This is an optimization exercise on Yosys and OpenROAD, whose aim is small area, a short achievable clock period and few clock cycles, not a production implementation.
The RTL was checked by simulation tests, not by an equivalence proof against the original design.
Power is estimated from default activity; no workload was simulated.

Setup of job 7746:
## grid_cell_neighbor_enumerator
module grid_cell_neighbor_enumerator #(
    parameter int MAX_DIM = 1024
) (
    input  logic                            i_clk,
    input  logic                            i_rst_n,
    input  logic                            req_valid,
    output logic                            req_ready,
    input  logic [gcne_pkg::INDEX_W-1:0]    req_cell_index,
    output logic                            res_valid,
    input  logic                            res_ready,
    output logic [gcne_pkg::COORD_OUT_W-1:0] res_cell_i,
    output logic [gcne_pkg::COORD_OUT_W-1:0] res_cell_j,
    output logic [gcne_pkg::COORD_OUT_W-1:0] res_cell_k,
    output logic                            res_valid_res,
    output logic                            res_last,
    input  logic                            psel,
    input  logic                            penable,
    input  logic                            pwrite,
    input  logic [gcne_pkg::APB_ADDR_W-1:0] paddr,
    input  logic [gcne_pkg::APB_DATA_W-1:0] pwdata,
    output logic [gcne_pkg::APB_DATA_W-1:0] prdata,
    output logic                            pready
);
    localparam int CW = $clog2(MAX_DIM);
    localparam int SW = $clog2(MAX_DIM + 1);
    logic [gcne_pkg::CFG_REG_W-1:0] r_szm_i;
    logic [gcne_pkg::CFG_REG_W-1:0] r_szm_j;
    logic [gcne_pkg::CFG_REG_W-1:0] r_szm_k;
    logic [gcne_pkg::CFG_REG_W-1:0] wr_m;
    logic [CW-1:0]        last_i;
    logic [CW-1:0]        last_j;
    logic [CW-1:0]        last_k;
    logic                 size_zero;
    logic                 cfg_wr;
    gcne_pkg::t_cfg_reg   cfg_sel;
    logic                 job_valid;
    logic                 job_ready;
    logic                 job_ok;
    gcne_pkg::t_nbr_flags job_flags;
    logic [CW-1:0]        job_i;
    logic [CW-1:0]        job_j;
    logic [CW-1:0]        job_k;
    assign pready  = 1'b1;
    assign cfg_wr  = psel && penable && pwrite;
    assign cfg_sel = paddr[3:2];
    assign wr_m = pwdata[gcne_pkg::CFG_REG_W-1:0] - gcne_pkg::CFG_REG_W'(1);
    always_ff @(posedge i_clk) begin
        if (!i_rst_n) begin
  ...
Size: about 1300 cells after synthesis, roughly 160 flip-flops, ~140 I/O pins.
export LEC_CHECK = 0
export CAP_MARGIN = 20
export CORE_MARGIN = 2
export CORE_UTILIZATION = 55
export SETUP_SLACK_MARGIN = 4.7
export SLEW_MARGIN = 20
create_clock -name core_clock -period 8.0 [get_ports {i_clk}]
standard.sh (not shown) runs the stock make flow with config.mk's settings and CLKGATE_MAP_FILE= SYNTH_SCRIPT=/design/flow/synth_recipe.tcl, a recipe that flattens the netlist after the stock synthesis.
==> flow/flow/run.sh <==
#!/bin/bash
# The standard layout, with the port buffers inserted as the smallest buffer cell
# (resizing then sizes them up where timing needs it). Every input and output port
# still gets its own buffer.
set -euo pipefail
export BUFFER_PORTS_ARGS="-buffer_cell sky130_fd_sc_hd__buf_1"
bash standard.sh finish > standard_flow.log 2>&1
The flow did not stop early for job 7746: all stages ran, and the layout cleared the timing, DRC and antenna checks.
Testbench counts of job 7746, summed over its fixed seeds: cycles 126,644.
--- input diff job 7746..job 9918 ---
- CORE_UTILIZATION: 55 -> 60
- CTS_BUF_LIST: unset -> sky130_fd_sc_hd__clkbuf_4 sky130_fd_sc_hd__clkbuf_8
[summary]
Job 9918 ran to completion and came out clean on the timing, DRC and antenna checks.
Total wirelength of the detailed-routed design grows slightly when moving from job 7746 to job 9918.
Relative to job 7746, combinational power has increased by about 2% in job 9918.
Largest stage delay on the critical path (higher): job 9918
Re global-route usage: job 9918 and job 7746 aren't equal, and the lower value belongs to job 7746.
For job 7746, the critical path start-end classification was reg2out, unlike job 9918, where it was reg2reg.
Re share of power burned in combinational logic: job 9918 and job 7746 aren't equal, and the lower value belongs to job 7746.
Job 9918 vs. job 7746: share of power burned in the clock network went down by 9.1 points.
Taking job 7746 as the reference, in job 9918 number of clock-tree buffers in the layout now sits higher, net switching power figure now sits lower.
The following lists how job 2008 was set up differently from job 9918:
- a change of CORE_UTILIZATION from 60 to 55
## What came out
Wire length per cell after detailed routing came out lower on job 2008 than on job 9918.
Number of tapcells for job 2008: 15% up relative to job 9918
Relative to job 9918, the final estimated routing congestion in global placement of job 2008 is lower by about 1.4%.
Of the two values seen for capture point of the worst path, u_front.r_rem_j[7] was produced by job 2008 and u_front.r_rem_j[8] by job 9918.
## Diff of input files: job 6316 against job 2008
- SETUP_SLACK_MARGIN: 4.7 -> 4.9
Findings:
Job 6316 vs job 2008, core utilization went up by 3.7 points.
Re proportion of power drawn by the clock network: job 2008 was higher than job 6316.
Sequential cell count came out exactly the same in job 2008 and job 6316.
Going from job 2008 to job 6316, layout inverter count without the clock tree ~0 delta; routed length on met1 +about 1.5%; sequential share of layout area -1.7 points.
Job 6316 against job 2008: number of standard cells after synthesis closely matched the old numbers; area growth from synthesis to layout now sits higher; data arrival time of the critical path saw little to no change; non-clock buffer count saw an increase.

grid_cell_neighbor_enumerator, a different RTL version from the one above (not shown whole).
Size in the first run: roughly 1500 cells after synthesis, roughly 170 flip-flops.
// grid_cell_neighbor_enumerator
module grid_cell_neighbor_enumerator #(
    parameter int MAX_DIM = 1024
) (
    input  logic                            i_clk,
    input  logic                            i_rst_n,
    input  logic                            req_valid,
    output logic                            req_ready,
    input  logic [gcne_pkg::INDEX_W-1:0]    req_cell_index,
    output logic                            res_valid,
    input  logic                            res_ready,
    output logic [gcne_pkg::COORD_OUT_W-1:0] res_cell_i,
    output logic [gcne_pkg::COORD_OUT_W-1:0] res_cell_j,
    output logic [gcne_pkg::COORD_OUT_W-1:0] res_cell_k,
    output logic                            res_valid_res,
    output logic                            res_last,
    input  logic                            psel,
    input  logic                            penable,
    input  logic                            pwrite,
    input  logic [gcne_pkg::APB_ADDR_W-1:0] paddr,
    input  logic [gcne_pkg::APB_DATA_W-1:0] pwdata,
    output logic [gcne_pkg::APB_DATA_W-1:0] prdata,
    output logic                            pready
);
Settings: LEC_CHECK=0, CAP_MARGIN=20, CORE_MARGIN=2, CORE_UTILIZATION=40, SETUP_SLACK_MARGIN=4.5, SLEW_MARGIN=20; clock period 8.0 ns.
run.sh (not shown) runs the stock make flow with config.mk's settings and CLKGATE_MAP_FILE= SYNTH_SCRIPT=/design/flow/synth_recipe.tcl, a recipe that flattens the netlist after the stock synthesis.
Stock flow here: none of the scripts above is used.
Testbench counts at the start, summed over its fixed seeds: cycles 128,024.
Change:
- SETUP_SLACK_MARGIN: 4.5 -> 5
The changed run ran to the end with no violations.
Fmax rose by about 2%.
Global-route usage is higher by 1.5 points.
Routed wire length is higher by 6.6%.
Flip-flop and latch count is unchanged.
Cell count goes up by about 2.6%.
Die area is unchanged.

-- re-timing with driven ports --
No port has a modelled driver above. Below, the same layouts with a new extraction and two added sets of constraints.
Step 1, drivers: a clkbuf_16 drives i_clk and a buf_2 each remaining input, both assumed.
Step 2 also shifts input and output timing later by t, the mid clock arrival at the registers, as if the neighbouring blocks saw the same clock.
Three values: ideal, step 1, step 2; two values: the first two.
run	t, ns	setup WS [ns]	latest minus earliest clock arrival (ns)
job 7746	0.480	4.741 / 4.696 / 4.471	0.012 / 0.012
job 9918	0.510	4.684 / 4.669 / 4.370	0.018 / 0.018
job 2008	0.504	4.800 / 4.759 / 4.485	0.015 / 0.015
job 6316	0.502	4.802 / 4.782 / 4.625	0.014 / 0.014
the first run of note 2	0.480	4.411 / 4.364 / 4.135	0.016 / 0.016
the second run of note 2	0.476	4.482 / 4.436 / 4.540	0.017 / 0.017
After both steps setup and hold are still met in every run listed. For job 2008, which loses most, drivers alone change the setup slack by -0.041 ns; drivers and shift together by -0.315 ns.
